Source: an optimization exercise on an open RTL-to-GDS flow (aim: small area, a short achievable clock period and few clock cycles per item). Production flows keep margins and buffers that such runs may drop. Function was not checked in any run shown here: the RTL went through the layout flow alone. Power and IR drop assume default switching activity.

==> design/flow/design.v <==
package conv_pkg;
    localparam int RES_DEPTH = 16;
    localparam logic [1:0] ADR_OPERAND = 2'd0;
    localparam logic [1:0] ADR_RESULT  = 2'd1;
    localparam logic [1:0] ADR_STATUS  = 2'd2;
    localparam logic [1:0] ADR_CLEAR   = 2'd3;
    typedef struct packed {
        logic signed [15:0] psum;
        logic signed [7:0]  fltr;
        logic signed [7:0]  ifmap;
    } operand_t;
endpackage
module conv_mac
(
    input  logic [3:0]  one,
    input  logic [3:0]  two,
    input  logic [3:0]  neg,
    input  logic [7:0]  x,
    input  logic [15:0] psum,
    output logic [15:0] sum
);
    function automatic logic bsel(input logic o, input logic t, input logic a, input logic b);
        bsel = (o & a) | (t & b);
    endfunction
    logic [8:0]  x9;
    logic [15:0] row_a;
    logic [15:0] row_b;
    assign x9 = {x[7], x};
    wire pp0_0 = (bsel(one[0], two[0], x9[0], 1'b0) ^ neg[0]);
    wire pp0_1 = (bsel(one[0], two[0], x9[1], x9[0]) ^ neg[0]);
    wire pp0_2 = (bsel(one[0], two[0], x9[2], x9[1]) ^ neg[0]);
    wire pp0_3 = (bsel(one[0], two[0], x9[3], x9[2]) ^ neg[0]);
    wire pp0_4 = (bsel(one[0], two[0], x9[4], x9[3]) ^ neg[0]);
    wire pp0_5 = (bsel(one[0], two[0], x9[5], x9[4]) ^ neg[0]);
    wire pp0_6 = (bsel(one[0], two[0], x9[6], x9[5]) ^ neg[0]);
    wire pp0_7 = (bsel(one[0], two[0], x9[7], x9[6]) ^ neg[0]);
    wire pp0_8 = ~(bsel(one[0], two[0], x9[8], x9[7]) ^ neg[0]);
    wire pp1_0 = (bsel(one[1], two[1], x9[0], 1'b0) ^ neg[1]);
    wire pp1_1 = (bsel(one[1], two[1], x9[1], x9[0]) ^ neg[1]);
    wire pp1_2 = (bsel(one[1], two[1], x9[2], x9[1]) ^ neg[1]);
    wire pp1_3 = (bsel(one[1], two[1], x9[3], x9[2]) ^ neg[1]);
    wire pp1_4 = (bsel(one[1], two[1], x9[4], x9[3]) ^ neg[1]);
    wire pp1_5 = (bsel(one[1], two[1], x9[5], x9[4]) ^ neg[1]);
    wire pp1_6 = (bsel(one[1], two[1], x9[6], x9[5]) ^ neg[1]);
    wire pp1_7 = (bsel(one[1], two[1], x9[7], x9[6]) ^ neg[1]);
    wire pp1_8 = ~(bsel(one[1], two[1], x9[8], x9[7]) ^ neg[1]);
    wire pp2_0 = (bsel(one[2], two[2], x9[0], 1'b0) ^ neg[2]);
    wire pp2_1 = (bsel(one[2], two[2], x9[1], x9[0]) ^ neg[2]);
    wire pp2_2 = (bsel(one[2], two[2], x9[2], x9[1]) ^ neg[2]);
    wire pp2_3 = (bsel(one[2], two[2], x9[3], x9[2]) ^ neg[2]);
    wire pp2_4 = (bsel(one[2], two[2], x9[4], x9[3]) ^ neg[2]);
    wire pp2_5 = (bsel(one[2], two[2], x9[5], x9[4]) ^ neg[2]);
    wire pp2_6 = (bsel(one[2], two[2], x9[6], x9[5]) ^ neg[2]);
    wire pp2_7 = (bsel(one[2], two[2], x9[7], x9[6]) ^ neg[2]);
    wire pp2_8 = ~(bsel(one[2], two[2], x9[8], x9[7]) ^ neg[2]);
    wire pp3_0 = (bsel(one[3], two[3], x9[0], 1'b0) ^ neg[3]);
    wire pp3_1 = (bsel(one[3], two[3], x9[1], x9[0]) ^ neg[3]);
    wire pp3_2 = (bsel(one[3], two[3], x9[2], x9[1]) ^ neg[3]);
    wire pp3_3 = (bsel(one[3], two[3], x9[3], x9[2]) ^ neg[3]);
    wire pp3_4 = (bsel(one[3], two[3], x9[4], x9[3]) ^ neg[3]);
    wire pp3_5 = (bsel(one[3], two[3], x9[5], x9[4]) ^ neg[3]);
    wire pp3_6 = (bsel(one[3], two[3], x9[6], x9[5]) ^ neg[3]);
    wire pp3_7 = (bsel(one[3], two[3], x9[7], x9[6]) ^ neg[3]);
    wire pp3_8 = ~(bsel(one[3], two[3], x9[8], x9[7]) ^ neg[3]);
    wire s1 = pp0_4 ^ pp1_2;
    wire c2 = pp0_4 & pp1_2;
    wire s3 = pp0_5 ^ pp1_3;
    wire c4 = pp0_5 & pp1_3;
    wire s5 = pp0_6 ^ pp1_4 ^ pp2_2;
    wire c6 = (pp0_6 & pp1_4) | (pp0_6 & pp2_2) | (pp1_4 & pp2_2);
    wire s7 = pp3_0 ^ neg[3];
    wire c8 = pp3_0 & neg[3];
    wire s9 = pp0_7 ^ pp1_5 ^ pp2_3;
    wire c10 = (pp0_7 & pp1_5) | (pp0_7 & pp2_3) | (pp1_5 & pp2_3);
    wire s11 = pp3_1 ^ psum[7];
    wire c12 = pp3_1 & psum[7];
    wire s13 = pp0_8 ^ pp1_6 ^ pp2_4;
    wire c14 = (pp0_8 & pp1_6) | (pp0_8 & pp2_4) | (pp1_6 & pp2_4);
    wire s15 = pp3_2 ^ psum[8] ^ 1'b1;
    wire c16 = (pp3_2 & psum[8]) | (pp3_2 & 1'b1) | (psum[8] & 1'b1);
    wire s17 = pp1_7 ^ pp2_5 ^ pp3_3;
    wire c18 = (pp1_7 & pp2_5) | (pp1_7 & pp3_3) | (pp2_5 & pp3_3);
    wire s19 = psum[9] ^ 1'b1;
    wire c20 = psum[9] & 1'b1;
    wire s21 = pp1_8 ^ pp2_6 ^ pp3_4;
    wire c22 = (pp1_8 & pp2_6) | (pp1_8 & pp3_4) | (pp2_6 & pp3_4);
    wire s23 = pp2_7 ^ pp3_5;
    wire c24 = pp2_7 & pp3_5;
    wire s25 = pp0_2 ^ pp1_0;
    wire c26 = pp0_2 & pp1_0;
    wire s27 = pp0_3 ^ pp1_1;
    wire c28 = pp0_3 & pp1_1;
    wire s29 = s1 ^ pp2_0 ^ neg[2];
    wire c30 = (s1 & pp2_0) | (s1 & neg[2]) | (pp2_0 & neg[2]);
    wire s31 = c2 ^ s3 ^ pp2_1;
    wire c32 = (c2 & s3) | (c2 & pp2_1) | (s3 & pp2_1);
    wire s33 = c4 ^ s5 ^ s7;
    wire c34 = (c4 & s5) | (c4 & s7) | (s5 & s7);
    wire s35 = c6 ^ c8 ^ s9;
    wire c36 = (c6 & c8) | (c6 & s9) | (c8 & s9);
    wire s37 = c10 ^ c12 ^ s13;
    wire c38 = (c10 & c12) | (c10 & s13) | (c12 & s13);
    wire s39 = c14 ^ c16 ^ s17;
    wire c40 = (c14 & c16) | (c14 & s17) | (c16 & s17);
    wire s41 = c18 ^ c20 ^ s21;
    wire c42 = (c18 & c20) | (c18 & s21) | (c20 & s21);
    wire s43 = c22 ^ s23 ^ psum[11];
    wire c44 = (c22 & s23) | (c22 & psum[11]) | (s23 & psum[11]);
    wire s45 = c24 ^ pp2_8 ^ pp3_6;
    wire c46 = (c24 & pp2_8) | (c24 & pp3_6) | (pp2_8 & pp3_6);
    wire s47 = pp3_7 ^ psum[13];
    wire c48 = pp3_7 & psum[13];
    wire s49 = pp0_0 ^ neg[0];
    wire c50 = pp0_0 & neg[0];
    wire s51 = pp0_1 ^ psum[1];
    wire c52 = pp0_1 & psum[1];
    wire s53 = s25 ^ neg[1] ^ psum[2];
    wire c54 = (s25 & neg[1]) | (s25 & psum[2]) | (neg[1] & psum[2]);
    wire s55 = c26 ^ s27 ^ psum[3];
    wire c56 = (c26 & s27) | (c26 & psum[3]) | (s27 & psum[3]);
    wire s57 = c28 ^ s29 ^ psum[4];
    wire c58 = (c28 & s29) | (c28 & psum[4]) | (s29 & psum[4]);
    wire s59 = c30 ^ s31 ^ psum[5];
    wire c60 = (c30 & s31) | (c30 & psum[5]) | (s31 & psum[5]);
    wire s61 = c32 ^ s33 ^ psum[6];
    wire c62 = (c32 & s33) | (c32 & psum[6]) | (s33 & psum[6]);
    wire s63 = c34 ^ s35 ^ s11;
    wire c64 = (c34 & s35) | (c34 & s11) | (s35 & s11);
    wire s65 = c36 ^ s37 ^ s15;
    wire c66 = (c36 & s37) | (c36 & s15) | (s37 & s15);
    wire s67 = c38 ^ s39 ^ s19;
    wire c68 = (c38 & s39) | (c38 & s19) | (s39 & s19);
    wire s69 = c40 ^ s41 ^ psum[10];
    wire c70 = (c40 & s41) | (c40 & psum[10]) | (s41 & psum[10]);
    wire s71 = c42 ^ s43 ^ 1'b1;
    wire c72 = (c42 & s43) | (c42 & 1'b1) | (s43 & 1'b1);
    wire s73 = c44 ^ s45 ^ psum[12];
    wire c74 = (c44 & s45) | (c44 & psum[12]) | (s45 & psum[12]);
    wire s75 = c46 ^ s47 ^ 1'b1;
    wire c76 = (c46 & s47) | (c46 & 1'b1) | (s47 & 1'b1);
    wire s77 = c48 ^ pp3_8 ^ psum[14];
    wire c78 = (c48 & pp3_8) | (c48 & psum[14]) | (pp3_8 & psum[14]);
    wire s79 = psum[15] ^ 1'b1;
    assign row_a = {c78, c76, c74, c72, c70, c68, c66, c64, c62, c60, c58, c56, c54, c52, c50, s49};
    assign row_b = {s79, s77, s75, s73, s71, s69, s67, s65, s63, s61, s59, s57, s55, s53, s51, psum[0]};
    assign sum   = row_a + row_b;
endmodule
module conv_acc
(
    input  logic        clk,
    input  logic        arst_n,
    input  logic        wb_cyc,
    input  logic        wb_stb,
    input  logic        wb_we,
    input  logic [1:0]  wb_adr,
    input  logic [31:0] wb_dat_i,
    output logic        wb_ack,
    output logic [31:0] wb_dat_o
);
    localparam int DEPTH = conv_pkg::RES_DEPTH;
    logic               req;
    logic               wr_operand;
    logic               rd_result;
    logic               wr_clear;
    logic               accept;
    logic               pop;
    logic               hit;
    logic               full;
    conv_pkg::operand_t op;
    logic [8:0]         fb;
    logic [3:0]         b_one;
    logic [3:0]         b_two;
    logic               stage_v;
    logic [3:0]         st_one;
    logic [3:0]         st_two;
    logic [3:0]         st_neg;
    logic [7:0]         st_x;
    logic [15:0]        st_psum;
    logic [15:0]        mac;
    logic [15:0]        mem [DEPTH];
    logic [4:0]         rsel;
    logic [4:0]         cnt;
    logic               overflow;
    logic               underflow;
    logic [15:0]        head;
    logic [3:0]         status;
    assign req        = wb_cyc && wb_stb;
    assign wb_ack     = req;
    assign wr_operand = req &&  wb_we && (wb_adr == conv_pkg::ADR_OPERAND);
    assign rd_result  = req && !wb_we && (wb_adr == conv_pkg::ADR_RESULT);
    assign wr_clear   = req &&  wb_we && (wb_adr == conv_pkg::ADR_CLEAR);
    assign full   = cnt[4];
    assign accept = wr_operand && !full;
    assign hit    = !rsel[4];
    assign pop    = rd_result && hit;
    always_ff @(posedge clk or negedge arst_n) begin
        if (!arst_n) begin
            stage_v   <= 1'b0;
            rsel      <= '1;
            cnt       <= '0;
            overflow  <= 1'b0;
            underflow <= 1'b0;
        end else begin
            stage_v <= accept;
            case ({stage_v, pop})
                2'b10:   rsel <= rsel + 1'b1;
                2'b01:   rsel <= rsel - 1'b1;
                default: rsel <= rsel;
            endcase
            case ({accept, pop})
                2'b10:   cnt <= cnt + 1'b1;
                2'b01:   cnt <= cnt - 1'b1;
                default: cnt <= cnt;
            endcase
            if (wr_clear) begin
                overflow  <= 1'b0;
                underflow <= 1'b0;
            end else begin
                if (wr_operand && full) overflow  <= 1'b1;
                if (rd_result && !hit)  underflow <= 1'b1;
            end
        end
    end
    assign op = conv_pkg::operand_t'(wb_dat_i);
    assign fb = {op.fltr, 1'b0};
    always_comb begin
        for (int i = 0; i < 4; i++) begin
            b_one[i] = fb[2*i+1] ^ fb[2*i];
            b_two[i] = (fb[2*i+2] & !fb[2*i+1] & !fb[2*i]) | (!fb[2*i+2] & fb[2*i+1] & fb[2*i]);
        end
    end
    always_ff @(posedge clk) begin
        st_one  <= b_one;
        st_two  <= b_two;
        st_neg  <= {op.fltr[7], op.fltr[5], op.fltr[3], op.fltr[1]};
        st_x    <= op.ifmap;
        st_psum <= op.psum;
    end
    conv_mac u_mac (
        .one  (st_one),
        .two  (st_two),
        .neg  (st_neg),
        .x    (st_x),
        .psum (st_psum),
        .sum  (mac)
    );
    always_ff @(posedge clk) begin
        if (stage_v) begin
            mem[0] <= mac;
            for (int i = 1; i < DEPTH; i++) begin
                mem[i] <= mem[i-1];
            end
        end
    end
    assign head   = mem[rsel[3:0]];
    assign status = {cnt != 5'd0, cnt == 5'd0, underflow, overflow};
    always_comb begin
        wb_dat_o = '0;
        case (wb_adr)
            conv_pkg::ADR_RESULT: wb_dat_o[15:0] = hit ? head : 16'd0;
            conv_pkg::ADR_STATUS: wb_dat_o[3:0]  = status;
            default:              wb_dat_o       = '0;
        endcase
    end
endmodule
==> design/flow/run.sh <==
#!/bin/bash
# synth_recipe.tcl (not shown) runs the flow's synth.tcl, then flattens the netlist and writes it again
# the make line also repeats each setting of config.mk as NAME=value (left out here)
make -C /OpenROAD-flow-scripts/flow DESIGN_CONFIG=/design/flow/config.mk WORK_HOME=/design/flow/orfs CLKGATE_MAP_FILE= SYNTH_SCRIPT=/design/flow/synth_recipe.tcl finish
==> design/flow/config.mk <==
export PLATFORM = sky130hd
export DESIGN_NAME = conv_acc
export DESIGN_NICKNAME = conv_acc
export VERILOG_FILES = /design/flow/design.v
export SDC_FILE = /design/flow/constraint.sdc
export NUM_CORES = 4
export LEC_CHECK = 0
export CAP_MARGIN = 20
export CORE_MARGIN = 2
export CORE_UTILIZATION = 60
export SETUP_SLACK_MARGIN = 3.5
export SLEW_MARGIN = 20
export TNS_END_PERCENT = 100
==> design/flow/constraint.sdc <==
create_clock -name core_clock -period 7.0 [get_ports {clk}]
set_input_delay 1.4000 -clock core_clock [delete_from_list [all_inputs] [get_ports {clk}]]
set_output_delay 1.4000 -clock core_clock [all_outputs]
set_load 0.01 [all_outputs]
==> run summary, run 1 <==
R2R Setup Slk 3.23 ns; ratio of cells with drive above 1 in the final layout 27.0%; core area 23400 µm²; post-layout net count 1277; Slew Viols, Final 0; Power Density 441 nW/µm²; CP Launch Type primary input; Yosys top cell area share 54.0%; Max Clock Skew 0.0146 ns; Post-Layout Cell Count 1514; Post-Route Utilization 75.2%; Std-Cell Rows 56; worst hold path cell count 0; ranking of synthesized cells by area edfxtp_1, dfxtp_1, fa_1; Tcrit/Tclk final 57.9%; f_max 247 MHz; final setup vio count 0; Clock Latency Late Sink 0.51 ns; maxcap violations 0; sequential fraction of the synthesis area 61.4%; number of synthesized flops with an enable pin 256; global-route usage over all layers 28.5%; Detailed Place HPWL 20.3 mm; Num CTS Buffers 34; Slew HR 50.5%; via count 9303; status finished clean; clock tree buffer depth 3; final hold violations 0; HP Class reg2reg; Hold EP mem[9][1]; TNS Setup 0 ns; Final ANT Viol Nets 0; gr ovfl total 0; synthesis-to-finish area growth 23.7%; crit end category output pin; vias in the first global route 9114; critical path peak fanout 5; DRC 0; CTS tree built; Worst R2R Start st_two[2]; Filler cells 1504; Primary FF master, synth edfxtp_1; CTS clk-pin slew, worst paths 0.06 ns; Worst R2R Path Depth 14; most area-hungry cell type in the Yosys netlist edfxtp_1; DIE WIDTH 158 µm; diode count 0; I/O pin cnt 72; clock sinks 305; port buffer count 55; Peak VDD IR 260 µV; Root Driver clkbuf_16; Post-synth ARST share 4.26%; Worst-Margin Slew 0.743 ns; min Tclk post-route 4.06 ns; HP Start mem[8][1]; CP arrival 2.66 ns; Setup WS post-layout 2.94 ns; first-pass GRT wire length 52.8 mm; syn avg cell area 13.7 µm²; Yosys reg bits 305; Pre-antenna DRT Iters 5; pin count of the biggest net entering global routing 214; Inst Count DP 1358; Ys Warns 3; synthesized cell area 14200 µm²; Setup CP Type in2out; RR Endpoint mem[0][15]; CTS HTree Levels 2; die area 25000 µm²; Yosys cell types 77; Via density 6.14; Initial Utilization 60.8%; RSZ-0062 raised after global routing yes; Required @ worst endpoint 5.60 ns; Leakage 6.39 nW; initial antenna violation count 0; initial drt markers 1042; Die Y 158 µm; Mapped Cells 1038; GP Congestion 0.823; routed wire length 35.1 mm; DR WL/cell 23.2 µm; Place WS 1.72 ns
logic make-up (layout without fill, tap and decap cells):
| logic type | Yosys count | in the layout | synth area share [%] |
|---|---|---|---|
| mux | 48 | 48 | 3.77 |
| compound gates | 265 | 265 | 13.0 |
| fa+ha+maj | 66 | 66 | 7.23 |
| buf+inv | 136 | 277 | 4.98 |
| other cells | 1 | 16 | 0.0264 |
| simple gates | 158 | 159 | 5.96 |
| xor+xnor | 59 | 59 | 3.63 |
| flops | 305 | 305 | 61.4 |
synth_stat cells, drive strengths merged (5+ instances only):
| master | number |
|---|---|
| o211ai | 9 |
| mux2 | 19 |
| buf | 55 |
| a21oi | 34 |
| a22oi | 48 |
| nor2b | 18 |
| a221oi | 16 |
| and2 | 6 |
| edfxtp | 256 |
| nand2b | 8 |
| nand3 | 22 |
| ha | 39 |
| a32oi | 11 |
| a211oi | 6 |
| a22o | 10 |
| dfrtp | 8 |
| mux2i | 27 |
| fa | 27 |
| o21ai | 64 |
| nand2 | 46 |
| dfstp | 5 |
| a21o | 6 |
| clkbuf | 27 |
| o22ai | 10 |
| a32o | 5 |
| a31oi | 11 |
| xor2 | 21 |
| and3 | 8 |
| nor3 | 12 |
| inv | 54 |
| o2bb2ai | 5 |
| xnor2 | 38 |
| nor2 | 20 |
| a221o | 6 |
| dfxtp | 36 |
per-stage QoR:
stage	power, mW	instance area [µm²]	hold slack [ns]
6_report	7.75	17600	0.437
5_1_grt	8.12	17600	0.446
4_1_cts	7.44	17200	0.438
3_5_place_dp	4.91	15000	0.428
3_3_place_gp	4.86	15000	0.422
2_1_floorplan	4.24	14500	0.417
how the worst max path moves through the flow:
| stage | from | depth (start not counted) | slack, ns | end |
|---|---|---|---|---|
| 3_3_place_gp | wb_adr[1] | 8 | 1.72 | wb_dat_o[0] |
| 4_1_cts | wb_adr[1] | 10 | 2.94 | wb_dat_o[1] |
| 6_report | wb_adr[1] | 10 | 2.94 | wb_dat_o[1] |
| 3_5_place_dp | wb_adr[1] | 8 | 1.72 | wb_dat_o[0] |
| 2_1_floorplan | wb_adr[1] | 7 | 3.36 | wb_dat_o[1] |
| 5_1_grt | wb_adr[1] | 9 | 2.91 | wb_dat_o[0] |
repair_timing:
action / CTS / global route
gates resized for setup: 217 / 54
hold buffers: 0 / 0
setup buffers: 74 / 17
cloned: 5 / 0
endpoints found under the setup margin: 32 / 28
pin swaps: 51 / 35
area by class of cell:
class | instances | area [µm²] | share of cell area (%)
clock buffers | 45 | 923 | 5.25
clock inverters | 14 | 128 | 0.725
inverters | 54 | 223 | 1.27
multi-input cells | 613 | 5430 | 30.9
flip-flops and latches | 305 | 8810 | 50.1
well taps | 319 | 399 | 2.27
repair buffers | 164 | 1670 | 9.51
where the power goes:
| group | internal [mW] | total [mW] | switching [mW] |
|---|---|---|---|
| Combinational | 1.83 | 3.84 | 2.01 |
| Sequential | 2.11 | 2.21 | 0.106 |
| Clock | 1.00 | 1.70 | 0.696 |
| Total | 4.94 | 7.75 | 2.82 |
registers in the layout (all words and copies together) (netlist names):
register and flops:
mem 256, st_psum 16, st_x 8, cnt 5
rsel 5, st_neg 4, st_one 4, st_two 4
overflow 1, stage_v 1, underflow 1
layout by cell type (no fill, tap or decap), types with 11 or more instances in the layout:
master             n
ha_1              27
nand2_1           44
xor2_1            21
buf_4             71
clkdlybuf4s50_1   34
xnor2_1           35
edfxtp_1         256
a21oi_1           28
a22oi_1           35
conb_1            16
buf_6             15
a32oi_1           11
nand3_1           21
buf_2             15
dfxtp_4           13
nor2_1            15
o21ai_0           43
fa_1              26
a22oi_2           13
mux2i_1           27
dfxtp_1           17
mux2_2            16
inv_1             48
a31oi_1           11
clkbuf_16         35
buf_12            11
o21ai_1           13
worst max-delay path: stages:
cell	delay, ns
buf_12	0.09
inv_12	0.03
ha_4	0.14
nor2b_4	0.14
buf_12	0.13
and2_4	0.15
and4b_1	0.20
a31oi_1	0.14
o21ai_1	0.10
buf_2	0.15
per-layer routing:
layer / routed length (µm) / up-vias / GRT usage [%]
met5: 0 / - / 0
met4: 1620 / 0 / 12.5
met3: 2680 / 86 / 4.54
met2: 16400 / 432 / 45.1
met1: 14400 / 4608 / 39.2
li1: - / 4177 / -
==> run 2, diff against run 1 <==
--- a/design/flow/config.mk
+++ b/design/flow/config.mk
@@ -8,6 +8,6 @@
 export CAP_MARGIN = 20
 export CORE_MARGIN = 2
 export CORE_UTILIZATION = 60
-export SETUP_SLACK_MARGIN = 3.5
+export SETUP_SLACK_MARGIN = 3.8
 export SLEW_MARGIN = 20
 export TNS_END_PERCENT = 100
==> run summary, run 2 <==
CTS clk-pin slew, worst paths 0.06 ns (about the same); Worst R2R Path Depth 15 (+1); Detailed Place HPWL 20.3 mm (about the same); Worst R2R Start st_one[2]; routed wire length 37.1 mm (+5.7%); Slew Viols, Final 0 (unchanged); core area 23400 µm² (unchanged); f_max 243 MHz (-1.5%); Clock Latency Late Sink 0.53 ns (+0.02 ns); Power Density 448 nW/µm² (+1.8%); Yosys top cell area share 54.0% (unchanged); Tot Pwr 8.38 mW (+8.0%); first-pass GRT wire length 55.2 mm (+4.5%); CTS tree built; post-synthesis adder-cell area fraction 7.23% (unchanged); vias in the first global route 9616 (+5.5%); Die Y 158 µm (unchanged); Post-Layout Cell Count 1577 (+4.2%); Std-Cell Rows 56 (unchanged); ranking of synthesized cells by area edfxtp_1, dfxtp_1, fa_1; synth cell count leaders edfxtp_1, o21ai_0, inv_1; CP arrival 2.72 ns (+0.06 ns); synthesized cell area 14200 µm² (unchanged); Largest regs mem: 256 flops, st_psum: 16 flops, st_x: 8 flops; number of synthesized flops with an enable pin 256 (unchanged); post-synthesis xor/xnor area fraction 3.63% (unchanged); Post-synth ARST share 4.26% (unchanged); R2R Setup Slk 3.26 ns (+0.03 ns); Slew HR 34.3% (-16 points); Pre-antenna DRT Iters 6 (+1); Final ANT Viol Nets 0 (unchanged); leading cell type in the layout, fill and taps excluded edfxtp_1; status finished clean; Largest Register mem; gr ovfl total 0 (unchanged); count leader, synth edfxtp_1; TNS Setup 0 ns (unchanged); Initial Utilization 60.8% (unchanged); via count 9692 (+4.2%); Switch Pwr 3.01 mW (+7.0%); Leakage 6.89 nW (+7.7%); Max Clock Skew 0.0327 ns (+0.0180 ns); sequential fraction of the synthesis area 61.4% (unchanged); CP Launch Type primary input; largest family of logic cells by synthesized area compound AO/OA/AOI/OAI gates; Hold EP mem[3][1]; final setup vio count 0 (unchanged); most area-hungry cell type in the Yosys netlist edfxtp_1; sequential share of power 26.2% (-2.4 points); initial drt markers 1042 (unchanged); clock power share 22.7% (+0.8 points); Sw Ratio 36.0% (-0.35 points); RR Endpoint mem[0][15]; Root Driver clkbuf_16; Primary FF master, synth edfxtp_1; die area 25000 µm² (unchanged); Worst-Margin Slew 0.985 ns (+0.242 ns); min Tclk post-route 4.12 ns (+0.0636 ns); synthesis-to-finish area growth 31.2%; diode count 0 (unchanged); complex-gate fraction of the synthesized area 13.0% (unchanged); final hold violations 0 (unchanged); Yosys reg bits 305 (unchanged); Inst Count DP 1361 (+0.22%); GP Congestion 0.817 (-0.73%); Via density 6.15 (about the same); crit end category output pin; commonest non-fill, non-tap cells in the layout edfxtp_1, buf_4, buf_6; Mapped Cells 1038 (unchanged); Required @ worst endpoint 5.60 ns (about the same); ratio of cells with drive above 1 in the final layout 36.3% (+9.3 points); Filler cells 1354 (-10%); worst hold path cell count 0 (unchanged); DIE WIDTH 158 µm (unchanged); clock tree buffer depth 3 (unchanged); HP Start mem[2][1]; critical path peak fanout 4 (-1); Int Power 5.36 mW (+8.6%); pin count of the biggest net entering global routing 80 (-63%); flip-flop count of the largest register after layout 256 (unchanged); post-synthesis mux area share 3.77% (unchanged); hold-fix buffers at CTS 0 (unchanged); DRC 0 (unchanged); Num CTS Buffers 35 (+2.9%); Ys Warns 3 (unchanged); maxcap violations 0 (unchanged); Peak VDD IR 279 µV (+7.5%); clock sinks 305 (unchanged); register area 8820 µm² (about the same); initial antenna violation count 0 (unchanged); Setup CP Type in2out; I/O pin cnt 72 (unchanged); RSZ-0062 raised after global routing yes; port buffer count 55 (unchanged); Yosys cell types 77 (unchanged); CTS HTree Levels 2 (unchanged); Tcrit/Tclk final 58.8% (+0.91 points); syn avg cell area 13.7 µm² (unchanged); Simple-Gate Fraction of Synth Area 5.96% (unchanged); HP Class reg2reg; post-layout net count 1336 (+4.6%); multi-input combinational cell area 5740 µm² (+5.7%); Combinational Power Share 51.1% (+1.6 points); global-route usage over all layers 29.7% (+1.3 points); DR WL/cell 23.5 µm (+1.5%)
==> run 2: cell counts after synthesis <==
Identical to the previous run, type by type.
==> run 2: logic make-up after synthesis <==
family / count (synthesis)
AOI/OAI and AO/OA: 265
xor gates and xnor gates: 59
adders and majority gates: 66
buffers and inverters: 136
DFF: 305
muxes: 48
other: 1
and+or+nand+nor: 158
==> run 2: repair_timing <==
| item | CTS | global route |
|---|---|---|
| gates resized for setup | 278 | 109 |
| endpoints found under the setup margin | 35 | 29 |
| pin swaps | 68 | 74 |
| setup buffers | 103 | 42 |
| cloned | 7 | 0 |
==> run 2: final cells by class <==
| type | count | share of cell area (%) |
|---|---|---|
| Inverter | 54 | 1.27 |
| Tap cell | 319 | 2.14 |
| Timing Repair Buffer | 223 | 12.2 |
| Clock inverter | 19 | 1.29 |
| Multi-Input combinational cell | 612 | 30.7 |
| Clock buffer | 45 | 5.19 |
| Sequential cell | 305 | 47.2 |
==> run 2: worst max path at each step <==
stage	start	end	slack (ns)	depth (start not counted)
global route	wb_adr[1]	wb_dat_o[1]	2.86	10
floorplan	wb_adr[1]	wb_dat_o[1]	3.36	7
finish	wb_adr[1]	wb_dat_o[15]	2.88	11
global placement	wb_adr[1]	wb_dat_o[1]	1.70	9
CTS	wb_adr[1]	wb_dat_o[1]	2.91	10
detailed placement	wb_adr[1]	wb_dat_o[1]	1.62	9
==> run 2: power by group through the flow <==
stage	Combinational, mW	Sequential (mW)	Clock, mW
6_report	4.28	2.20	1.90
4_1_cts	3.73	2.21	1.92
2_1_floorplan	2.12	2.18	0
3_5_place_dp	2.68	2.27	0
3_3_place_gp	2.64	2.28	0
5_1_grt	4.51	2.20	1.99
==> run 2: through the flow <==
| stage | utilization [%] | hold slack (ns) | instance area, µm² | setup slack (ns) |
|---|---|---|---|---|
| after floorplan | - | 0.417 | 14600 | 3.36 |
| after detailed placement | 64.5 | 0.424 | 15100 | 1.62 |
| after CTS | 76.3 | 0.425 | 17900 | 2.91 |
| after global placement | 64.5 | 0.421 | 15100 | 1.70 |
| after global routing | 79.8 | 0.447 | 18700 | 2.86 |
| final | 79.8 | 0.430 | 18700 | 2.88 |
==> run 2: worst max-delay path: stages <==
cell,delay [ns]
buf_12,0.09
inv_12,0.03
ha_4,0.14
nor2b_4,0.14
buf_12,0.13
buf_8,0.12
buf_16,0.13
buf_8,0.12
buf_6,0.12
a31o_1,0.16
buf_2,0.13
==> run 2: metal layers <==
layer	vias to the layer above	routed length, µm	GRT usage, %
li1	4300	-	-
met1	4798	14400	38.7
met2	507	17700	48.6
met3	87	3360	5.37
met4	0	1600	14.3
met5	-	0	0

## separate check: timing with driven ports
Ports are ideal in the flow. The routed layouts listed here were re-timed in OpenROAD.
Step 1 (the two cells are an assumption about what drives the block):
set clk [get_ports {clk}]
set_driving_cell -lib_cell sky130_fd_sc_hd__clkbuf_16 $clk
set_driving_cell -lib_cell sky130_fd_sc_hd__buf_2 [delete_from_list [all_inputs] $clk]
Step 2 times the ports against the registers' clock, not the clock port: input delays grow and output delays shrink by t, the midpoint of the rising clock arrivals with the driver on.
Slacks: no drivers / after step 1 / after step 2; pairs: no drivers / after step 1.
run | t, ns | slack for setup (ns) | worst hold slack (ns) | worst data-port slew with drivers (ns) | cell pins on the clock port's net
run 1 | 0.551 | 2.945 / 2.885 / 2.885 | 0.437 / 0.437 / 0.437 | 0.06 | 1
run 2 | 0.559 | 2.881 / 2.817 / 2.817 | 0.430 / 0.430 / 0.430 | 0.06 | 1
After both steps setup and hold are still met in every run listed. The setup slack of run 2, which loses most, moves by -0.064 ns with the drivers and by -0.064 ns with both steps.
